This design comes from an exercise in tuning for a short achievable clock period and few clock cycles on the open sky130 flow, not from production work. The RTL was checked by simulation tests, not by an equivalence proof against the original design. No driver is modelled on the clock port, so clock power and skew are understated where the tree is cut down; a real chip needs a root buffer or a tree. No activity file was given, so power comes from the tool's default toggle rates.

==> 04-15 <==
## ahbApbSystem
module ahbApbSystem (
  input  logic                  c,
  input  logic                  HRESET,
  input  logic [32-1:0]    HADDR,
  input  logic [1:0]            HTRANS,
  input  logic                  HWRITE,
  input  logic                  HSEL,
  input  logic [32-1:0]    HWDATA,
  input  logic                  HREADYIN,
  output logic [32-1:0]    HRDATA,
  output logic                  HREADYOUT,
  output logic [16-1:0] PSEL,
  output logic [32-1:0]    PADDR,
  output logic                  PWRITE,
  output logic                  PENABLE,
  output logic [32-1:0]    PWDATA
);
==> module ahbApbBridge, before the edit <==
module ahbApbBridge (
  input  logic                  c,
  input  logic                  HRESET,
  input  logic [32-1:0]    HADDR,
  input  logic [1:0]            HTRANS,
  input  logic                  HWRITE,
  input  logic                  HSEL,
  input  logic [32-1:0]    HWDATA,
  input  logic                  HREADYIN,
  input  logic [32-1:0]    regRdata,
  input  logic [32-1:0]    ramRdata,
  output logic                  regWrEn,
  output logic [32-1:0] ramWrEn,
  output logic [32-1:0] ramRdSel,     
  output logic [32-1:0] ramRdSelHi,   
  output logic [32-1:0]    HRDATA,
  output logic                  HREADYOUT,
  output logic [16-1:0] PSEL,
  output logic [32-1:0]    PADDR,
  output logic                  PWRITE,
  output logic                  PENABLE,
  output logic [32-1:0]    PWDATA
);
  localparam int IDX_W = $clog2(32);
  logic                  accept;
  logic                  setup;
  logic                  regSel;
  logic                  regWrite;
  logic                  ramSel;
  logic                  ramWrite;
  logic [IDX_W-1:0]      hidx;
  logic [3:0]            hregion;
  logic [32-1:0]    addrHold;
  logic                  writeHold;
  apbBridgeFsm fsm (
    .c,
    .HRESET,
    .HSEL,
    .HREADYIN,
    .htrans1   (HTRANS[1]),
    .accept,
    .setup,
    .penable   (PENABLE),
    .HREADYOUT
  );
  apbSlaveDecode decode (
    .c,
    .HRESET,
    .haddr     (HADDR),
    .holdAddr  (addrHold),
    .accept,
    .setup,
    .psel      (PSEL)
  );
  assign hregion = HADDR[31:28];
  assign hidx    = HADDR[23 +: IDX_W];
  always_ff @(posedge c)
  begin
    if (accept)
    begin
      addrHold  <= HADDR;
      writeHold <= HWRITE;
    end
  end
  always_ff @(posedge c)
  begin
    PADDR  <= setup ? addrHold  : HADDR;
    PWRITE <= setup ? writeHold : HWRITE;
  end
  always_ff @(posedge c)
  begin
    regSel   <= (hregion == 4'(0));
    regWrite <= (hregion == 4'(0)) && HWRITE;
    ramSel   <= (hregion == 4'(1));
    ramWrite <= (hregion == 4'(1)) && HWRITE;
    for (int i = 0; i < 32; i++)
    begin
      ramRdSel[i]   <= (hidx == IDX_W'(i));
      ramRdSelHi[i] <= (hidx == IDX_W'(i)) && !HWRITE;
    end
  end
  always_ff @(posedge c)
  begin
    regWrEn <= HRESET && setup && regWrite;
    for (int i = 0; i < 32; i++)
      ramWrEn[i] <= HRESET && setup && ramWrite && ramRdSel[i];
  end
  always_ff @(posedge c)
  begin
    HRDATA <= (ramRdata & {32{ramSel}}) | (regRdata & {32{regSel}});
  end
  assign PWDATA = HWDATA;
endmodule
export LEC_CHECK = 0
export CAP_MARGIN = 20
export CORE_MARGIN = 2
export CORE_UTILIZATION = 40
export SETUP_SLACK_MARGIN = 1.95
export SLEW_MARGIN = 20
create_clock -name core_clock -period 3.5 [get_ports {c}]
standard.sh (not shown) runs the stock make flow with config.mk's settings and CLKGATE_MAP_FILE= SYNTH_SCRIPT=/design/flow/synth_recipe.tcl, a recipe that flattens the netlist after the stock synthesis.
==> flow/flow/run.sh <==
#!/bin/bash
# Layout flow: the standard ORFS flow (standard.sh) with these changes:
#  - the clock tree is built by flow/clocktree.tcl (hooked in before CTS) instead of TritonCTS:
#    the clock port drives four clock buffers beside it, each of which drives leaf clock
#    buffers placed at the centres of compact flip-flop clusters (two buffers to every
#    flip-flop, so the tree is balanced and shallow);
#  - a second setup repair runs after CTS (flow/postcts.tcl);
#  - the port buffers are buf_4 cells instead of the smallest buffer;
#  - the resizer may swap a cell for any cell of the same function (MATCH_CELL_FOOTPRINT=0).
# Each step's full log is in orfs/logs/; make's own output goes to flow_make.log.
set -euo pipefail
here="$(pwd)"
export PRE_CTS_TCL="$here/flow/clocktree.tcl"
export POST_CTS_TCL="$here/flow/postcts.tcl"
export BUFFER_PORTS_ARGS="-buffer_cell sky130_fd_sc_hd__buf_4"
export CT_LEAF_MAX="${CT_LEAF_MAX:-32}"
bash standard.sh MATCH_CELL_FOOTPRINT=0 finish > "$here/flow_make.log" 2>&1
==> flow/flow/clocktree.tcl <==

set ::ct_leaf_max   [expr {[info exists ::env(CT_LEAF_MAX)] ? $::env(CT_LEAF_MAX) : 32}]
set ::ct_mids       [expr {[info exists ::env(CT_MIDS)] ? $::env(CT_MIDS) : 4}]
set ::ct_leaf_cell  [expr {[info exists ::env(CT_LEAF_CELL)] ? $::env(CT_LEAF_CELL) : "sky130_fd_sc_hd__clkbuf_16"}]
set ::ct_mid_cell   [expr {[info exists ::env(CT_MID_CELL)] ? $::env(CT_MID_CELL) : "sky130_fd_sc_hd__clkbuf_16"}]

proc ct_split_n {items n} {
  # split items into n groups of near-equal size by recursive median cuts across the wider
  # side of their bounding box
  if {$n <= 1} { return [list $items] }
  set xs [lmap i $items {lindex $i 0}]
  set ys [lmap i $items {lindex $i 1}]
  set dx [expr {[tcl::mathfunc::max {*}$xs] - [tcl::mathfunc::min {*}$xs]}]
  set dy [expr {[tcl::mathfunc::max {*}$ys] - [tcl::mathfunc::min {*}$ys]}]
  set k [expr {$dx >= $dy ? 0 : 1}]
  set sorted [lsort -integer -index $k $items]
  set n1 [expr {$n / 2}]
  set h [expr {([llength $sorted] * $n1 + $n / 2) / $n}]
  return [concat [ct_split_n [lrange $sorted 0 [expr {$h - 1}]] $n1] \
                 [ct_split_n [lrange $sorted $h end] [expr {$n - $n1}]]]
}

proc ct_centre {items} {
  set sx 0; set sy 0
  foreach i $items { set sx [expr {$sx + [lindex $i 0]}]; set sy [expr {$sy + [lindex $i 1]}] }
  set n [llength $items]
  return [list [expr {$sx / $n}] [expr {$sy / $n}]]
}

proc ct_place {inst x y} {
  set block [ord::get_db_block]
  set master [$inst getMaster]
  set core [$block getCoreArea]
  set w [$master getWidth]; set h [$master getHeight]
  set x [expr {max([$core xMin], min([$core xMax] - $w, $x - $w / 2))}]
  set y [expr {max([$core yMin], min([$core yMax] - $h, $y - $h / 2))}]
  $inst setLocation $x $y
  $inst setPlacementStatus PLACED
}

proc ct_build {} {
  global ct_leaf_max ct_mids ct_leaf_cell ct_mid_cell
  set db [ord::get_db]
  set block [ord::get_db_block]
  set clk [$block findNet c]
  set port [$block findBTerm c]
  set pbox [$port getBBox]
  set px [expr {([$pbox xMin] + [$pbox xMax]) / 2}]
  set py [expr {([$pbox yMin] + [$pbox yMax]) / 2}]
  set leafm [$db findMaster $ct_leaf_cell]
  set midm  [$db findMaster $ct_mid_cell]

  set sinks {}
  foreach it [$clk getITerms] {
    set b [[$it getInst] getBBox]
    lappend sinks [list [expr {([$b xMin] + [$b xMax]) / 2}] [expr {([$b yMin] + [$b yMax]) / 2}] $it]
  }
  puts "clock tree: [llength $sinks] sinks, port at $px $py"

  set nleaves [expr {([llength $sinks] + $ct_leaf_max - 1) / $ct_leaf_max}]
  set clusters [ct_split_n $sinks $nleaves]
  set leaves {}
  set li 0
  foreach cl $clusters {
    lassign [ct_centre $cl] cx cy
    set inst [odb::dbInst_create $block $leafm "ctleaf_$li"]
    set net [odb::dbNet_create $block "ctnet_leaf_$li"]
    $net setSigType CLOCK
    foreach s $cl {
      set it [lindex $s 2]
      $it disconnect
      $it connect $net
    }
    [$inst findITerm X] connect $net
    ct_place $inst $cx $cy
    lappend leaves [list $cx $cy $inst]
    incr li
  }
  puts "clock tree: $li leaf buffers"

  set groups [ct_split_n $leaves $ct_mids]
  set mi 0
  foreach g $groups {
    lassign [ct_centre $g] gx gy
    set inst [odb::dbInst_create $block $midm "ctmid_$mi"]
    set net [odb::dbNet_create $block "ctnet_mid_$mi"]
    $net setSigType CLOCK
    foreach l $g {
      [[lindex $l 2] findITerm A] connect $net
    }
    [$inst findITerm X] connect $net
    [$inst findITerm A] connect $clk
    # beside the port, nudged toward its group
    set dx [expr {$gx - $px}]; set dy [expr {$gy - $py}]
    set d [expr {max(1.0, sqrt($dx * $dx + $dy * $dy))}]
    set off [expr {[info exists ::env(CT_MID_OFF)] ? $::env(CT_MID_OFF) : 12000}]
    set off [expr {min($off, $d)}]
    ct_place $inst [expr {int($px + $dx / $d * $off)}] [expr {int($py + $dy / $d * $off)}]
    puts "clock tree: mid $mi drives [llength $g] leaves"
    incr mi
  }
  $clk setSigType CLOCK
}

ct_build
set_propagated_clock [all_clocks]
# The tree is built; TritonCTS is not run
proc clock_tree_synthesis {args} { puts "clock_tree_synthesis skipped: tree built by clocktree.tcl" }
==> flow/flow/postcts.tcl <==
# A second setup repair after CTS: the first pass stops with most endpoints still short of
# the setup margin, and a second pass from its result gains more.
log_cmd repair_timing -setup -setup_margin $::env(SETUP_SLACK_MARGIN) -repair_tns 100 -verbose
detailed_placement
check_placement -verbose
==> 02-17 (differences from 04-15) <==
--- a/flow/design.v
+++ b/flow/design.v
@@ -118,3 +118,2 @@
   logic                  regWrite;
-  logic                  ramSel;
   logic                  ramWrite;
@@ -163,3 +162,2 @@
     regWrite <= (hregion == 4'(0)) && HWRITE;
-    ramSel   <= (hregion == 4'(1));
     ramWrite <= (hregion == 4'(1)) && HWRITE;
@@ -167,4 +165,4 @@
     begin
-      ramRdSel[i]   <= (hidx == IDX_W'(i));
-      ramRdSelHi[i] <= (hidx == IDX_W'(i)) && !HWRITE;
+      ramRdSel[i]   <= (hregion == 4'(1)) && (hidx == IDX_W'(i));
+      ramRdSelHi[i] <= (hregion == 4'(1)) && (hidx == IDX_W'(i)) && !HWRITE;
     end
@@ -179,3 +177,3 @@
   begin
-    HRDATA <= (ramRdata & {32{ramSel}}) | (regRdata & {32{regSel}});
+    HRDATA <= ramRdata | (regRdata & {32{regSel}});
   end
--- a/flow/flow/run.sh
+++ b/flow/flow/run.sh
@@ -5,3 +5,5 @@
 #    buffers placed at the centres of compact flip-flop clusters (two buffers to every
-#    flip-flop, so the tree is balanced and shallow);
+#    flip-flop, so the tree is shallow), with one of the four branches kept for the
+#    read-select registers, whose clock then arrives earlier (useful skew into the read data
+#    register);
 #  - a second setup repair runs after CTS (flow/postcts.tcl);
@@ -15,3 +17,6 @@
 export BUFFER_PORTS_ARGS="-buffer_cell sky130_fd_sc_hd__buf_4"
-export CT_LEAF_MAX="${CT_LEAF_MAX:-32}"
+export CT_LEAF_MAX="${CT_LEAF_MAX:-28}"
+# The read-select registers start the paths into the read data register and are loaded from
+# ports with time to spare: they get the early branch of the clock tree.
+export CT_EARLY="bridge.ramRdSel* bridge.ramSel* bridge.regSel*"
 bash standard.sh MATCH_CELL_FOOTPRINT=0 finish > "$here/flow_make.log" 2>&1
--- a/flow/flow/clocktree.tcl
+++ b/flow/flow/clocktree.tcl
@@ -40,2 +40,47 @@
 
+proc ct_leaves {sinks maxn tag leafm} {
+  # cluster sinks into leaf buffers; returns a list of {x y inst}
+  set block [ord::get_db_block]
+  set nleaves [expr {([llength $sinks] + $maxn - 1) / $maxn}]
+  set leaves {}
+  set li 0
+  foreach cl [ct_split_n $sinks $nleaves] {
+    lassign [ct_centre $cl] cx cy
+    set inst [odb::dbInst_create $block $leafm "ctleaf_${tag}$li"]
+    set net [odb::dbNet_create $block "ctnet_leaf_${tag}$li"]
+    $net setSigType CLOCK
+    foreach s $cl {
+      set it [lindex $s 2]
+      $it disconnect
+      $it connect $net
+    }
+    [$inst findITerm X] connect $net
+    ct_place $inst $cx $cy
+    lappend leaves [list $cx $cy $inst]
+    incr li
+  }
+  puts "clock tree: $li leaf buffers ($tag) for [llength $sinks] sinks"
+  return $leaves
+}
+
+proc ct_mid {g tag px py clk midm} {
+  set block [ord::get_db_block]
+  lassign [ct_centre $g] gx gy
+  set inst [odb::dbInst_create $block $midm "ctmid_$tag"]
+  set net [odb::dbNet_create $block "ctnet_mid_$tag"]
+  $net setSigType CLOCK
+  foreach l $g {
+    [[lindex $l 2] findITerm A] connect $net
+  }
+  [$inst findITerm X] connect $net
+  [$inst findITerm A] connect $clk
+  # beside the port, nudged toward its group
+  set dx [expr {$gx - $px}]; set dy [expr {$gy - $py}]
+  set d [expr {max(1.0, sqrt($dx * $dx + $dy * $dy))}]
+  set off [expr {[info exists ::env(CT_MID_OFF)] ? $::env(CT_MID_OFF) : 12000}]
+  set off [expr {min($off, $d)}]
+  ct_place $inst [expr {int($px + $dx / $d * $off)}] [expr {int($py + $dy / $d * $off)}]
+  puts "clock tree: mid $tag drives [llength $g] leaves"
+}
+
 proc ct_build {} {
@@ -51,50 +96,27 @@
   set midm  [$db findMaster $ct_mid_cell]
+  set early_pats [expr {[info exists ::env(CT_EARLY)] ? $::env(CT_EARLY) : ""}]
+  set early_max [expr {[info exists ::env(CT_EARLY_LEAF_MAX)] ? $::env(CT_EARLY_LEAF_MAX) : 24}]
 
   set sinks {}
+  set early {}
   foreach it [$clk getITerms] {
-    set b [[$it getInst] getBBox]
-    lappend sinks [list [expr {([$b xMin] + [$b xMax]) / 2}] [expr {([$b yMin] + [$b yMax]) / 2}] $it]
+    set inst [$it getInst]
+    set b [$inst getBBox]
+    set s [list [expr {([$b xMin] + [$b xMax]) / 2}] [expr {([$b yMin] + [$b yMax]) / 2}] $it]
+    set is_early 0
+    foreach p $early_pats { if {[string match $p [$inst getName]]} { set is_early 1 } }
+    if {$is_early} { lappend early $s } else { lappend sinks $s }
   }
-  puts "clock tree: [llength $sinks] sinks, port at $px $py"
+  puts "clock tree: [llength $sinks] sinks, [llength $early] early sinks, port at $px $py"
 
-  set nleaves [expr {([llength $sinks] + $ct_leaf_max - 1) / $ct_leaf_max}]
-  set clusters [ct_split_n $sinks $nleaves]
-  set leaves {}
-  set li 0
-  foreach cl $clusters {
-    lassign [ct_centre $cl] cx cy
-    set inst [odb::dbInst_create $block $leafm "ctleaf_$li"]
-    set net [odb::dbNet_create $block "ctnet_leaf_$li"]
-    $net setSigType CLOCK
-    foreach s $cl {
-      set it [lindex $s 2]
-      $it disconnect
-      $it connect $net
-    }
-    [$inst findITerm X] connect $net
-    ct_place $inst $cx $cy
-    lappend leaves [list $cx $cy $inst]
-    incr li
+  set nmids $ct_mids
+  if {[llength $early] > 0} {
+    set eleaves [ct_leaves $early $early_max e $leafm]
+    ct_mid $eleaves e $px $py $clk $midm
+    incr nmids -1
   }
-  puts "clock tree: $li leaf buffers"
-
-  set groups [ct_split_n $leaves $ct_mids]
+  set leaves [ct_leaves $sinks $ct_leaf_max "" $leafm]
   set mi 0
-  foreach g $groups {
-    lassign [ct_centre $g] gx gy
-    set inst [odb::dbInst_create $block $midm "ctmid_$mi"]
-    set net [odb::dbNet_create $block "ctnet_mid_$mi"]
-    $net setSigType CLOCK
-    foreach l $g {
-      [[lindex $l 2] findITerm A] connect $net
-    }
-    [$inst findITerm X] connect $net
-    [$inst findITerm A] connect $clk
-    # beside the port, nudged toward its group
-    set dx [expr {$gx - $px}]; set dy [expr {$gy - $py}]
-    set d [expr {max(1.0, sqrt($dx * $dx + $dy * $dy))}]
-    set off [expr {[info exists ::env(CT_MID_OFF)] ? $::env(CT_MID_OFF) : 12000}]
-    set off [expr {min($off, $d)}]
-    ct_place $inst [expr {int($px + $dx / $d * $off)}] [expr {int($py + $dy / $d * $off)}]
-    puts "clock tree: mid $mi drives [llength $g] leaves"
+  foreach g [ct_split_n $leaves $nmids] {
+    ct_mid $g $mi $px $py $clk $midm
     incr mi
CORE_UTILIZATION = 70   (was 40)
==> 07-01 (differences from 04-15) <==
--- a/flow/design.v
+++ b/flow/design.v
@@ -117,5 +117,4 @@
   logic                  regSel;
-  logic                  regWrite;
-  logic                  ramSel;
-  logic                  ramWrite;
+  logic                  regWrSel;
+  logic [32-1:0] ramWrSel;
   logic [IDX_W-1:0]      hidx;
@@ -162,20 +161,19 @@
     regSel   <= (hregion == 4'(0));
-    regWrite <= (hregion == 4'(0)) && HWRITE;
-    ramSel   <= (hregion == 4'(1));
-    ramWrite <= (hregion == 4'(1)) && HWRITE;
-    for (int i = 0; i < 32; i++)
-    begin
-      ramRdSel[i]   <= (hidx == IDX_W'(i));
-      ramRdSelHi[i] <= (hidx == IDX_W'(i)) && !HWRITE;
-    end
-  end
-  always_ff @(posedge c)
-  begin
-    regWrEn <= HRESET && setup && regWrite;
-    for (int i = 0; i < 32; i++)
-      ramWrEn[i] <= HRESET && setup && ramWrite && ramRdSel[i];
-  end
-  always_ff @(posedge c)
-  begin
-    HRDATA <= (ramRdata & {32{ramSel}}) | (regRdata & {32{regSel}});
+    regWrSel <= (hregion == 4'(0)) && HWRITE;
+    for (int i = 0; i < 32; i++)
+    begin
+      ramRdSel[i]   <= (hregion == 4'(1)) && (hidx == IDX_W'(i));
+      ramRdSelHi[i] <= (hregion == 4'(1)) && (hidx == IDX_W'(i)) && !HWRITE;
+      ramWrSel[i]   <= (hregion == 4'(1)) && (hidx == IDX_W'(i)) && HWRITE;
+    end
+  end
+  always_ff @(posedge c)
+  begin
+    regWrEn <= HRESET && setup && regWrSel;
+    for (int i = 0; i < 32; i++)
+      ramWrEn[i] <= HRESET && setup && ramWrSel[i];
+  end
+  always_ff @(posedge c)
+  begin
+    HRDATA <= ramRdata | (regRdata & {32{regSel}});
   end
--- a/flow/flow/run.sh
+++ b/flow/flow/run.sh
@@ -1,3 +1,3 @@
 #!/bin/bash
-# Layout flow: the standard ORFS flow (standard.sh) with these changes:
+# Layout flow: the standard ORFS flow (standard.sh) with three changes:
 #  - the clock tree is built by flow/clocktree.tcl (hooked in before CTS) instead of TritonCTS:
@@ -6,3 +6,2 @@
 #    flip-flop, so the tree is balanced and shallow);
-#  - a second setup repair runs after CTS (flow/postcts.tcl);
 #  - the port buffers are buf_4 cells instead of the smallest buffer;
@@ -13,3 +12,2 @@
 export PRE_CTS_TCL="$here/flow/clocktree.tcl"
-export POST_CTS_TCL="$here/flow/postcts.tcl"
 export BUFFER_PORTS_ARGS="-buffer_cell sky130_fd_sc_hd__buf_4"
SETUP_SLACK_MARGIN = 2.0   (was 1.95)
removed: flow/flow/postcts.tcl
==> notes.md <==
Rel. slew slack - 0.511
Synth top cells by count - edfxtp_1, a22oi_1, dfxtp_1
status - no timing/DRC/antenna violations
routed length on met1 - 43.4 mm
Int Power - 19.4 mW
Inverters, non-clock - 2
critical-path maximum fanout - 1
Source of the figures above: 02-17

==> notes.md <==
met1 Use GR - 0.284
critical-path maximum fanout - 7
total wire length - 127 mm
Inverters, non-clock - 6
Synth top cells by count - edfxtp_1, a22oi_1, dfxtp_1
status - no timing/DRC/antenna violations
r2r endpoint - bridge.HRDATA[20]
Rel. slew slack - 0.343
Int Power - 19.2 mW
non-filler cells, final - 4,300
Source of the figures above: 04-15

==> notes.md <==
critical-path maximum fanout - 8
most frequent cell after synthesis - edfxtp_1
multi-input logic area - 8820 sq um
status - no timing/DRC/antenna violations
largest area contributor in the netlist - edfxtp_1
routed length on met1 - 55.4 mm
Inverters, non-clock - 4
HP Class - in2reg
fillers - 9,106
Setup Fix Bufs, Post-CTS - 138
combinational group share of total power - 0.036
Worst EP required - 3.88 ns
Hold WS - 0.367 ns
Int Power - 19.5 mW
Source of the figures above: 07-01

Testbench counts of 04-15, summed over its fixed seeds: cycles 12,808.
Testbench counts of 02-17, summed over its fixed seeds: cycles 12,808.
Testbench counts of 07-01, summed over its fixed seeds: cycles 12,808.
In every run of this note, the design's own scripts or RTL, not TritonCTS, make the clock network.

==> static timing again, ports no longer ideal <==
In the flow no input, the clock included, has a driving cell. The finished layouts below were timed again as built, in two steps. Step 1 sets driving cells, clkbuf_16 on the clock port and buf_2 on the other inputs (assumed; they add their load-dependent delay and slew). Step 2 also shifts input and output timing later by t, the mid clock arrival at the registers, as if the neighbouring blocks saw the same clock. Three values: no drivers, after step 1, after step 2; two values: the first two.
| run | shift t [ns] | slack for setup (ns) | hold WS [ns] | slew at the worst register clock pin (ns) |
|---|---|---|---|---|
| 04-15 | 0.514 | 1.730 / 1.638 / 1.537 | 0.385 / 0.359 / 0.436 | 0.12 / 0.12 |
| 02-17 | 0.490 | 1.776 / 1.720 / 1.513 | 0.338 / 0.314 / 0.359 | 0.11 / 0.11 |
| 07-01 | 0.529 | 1.788 / 1.634 / 1.254 | 0.367 / 0.338 / 0.429 | 0.12 / 0.12 |
After both steps setup and hold are still met in every run listed. The setup slack of 07-01, which loses most, moves by -0.154 ns with the drivers and by -0.534 ns with both steps.
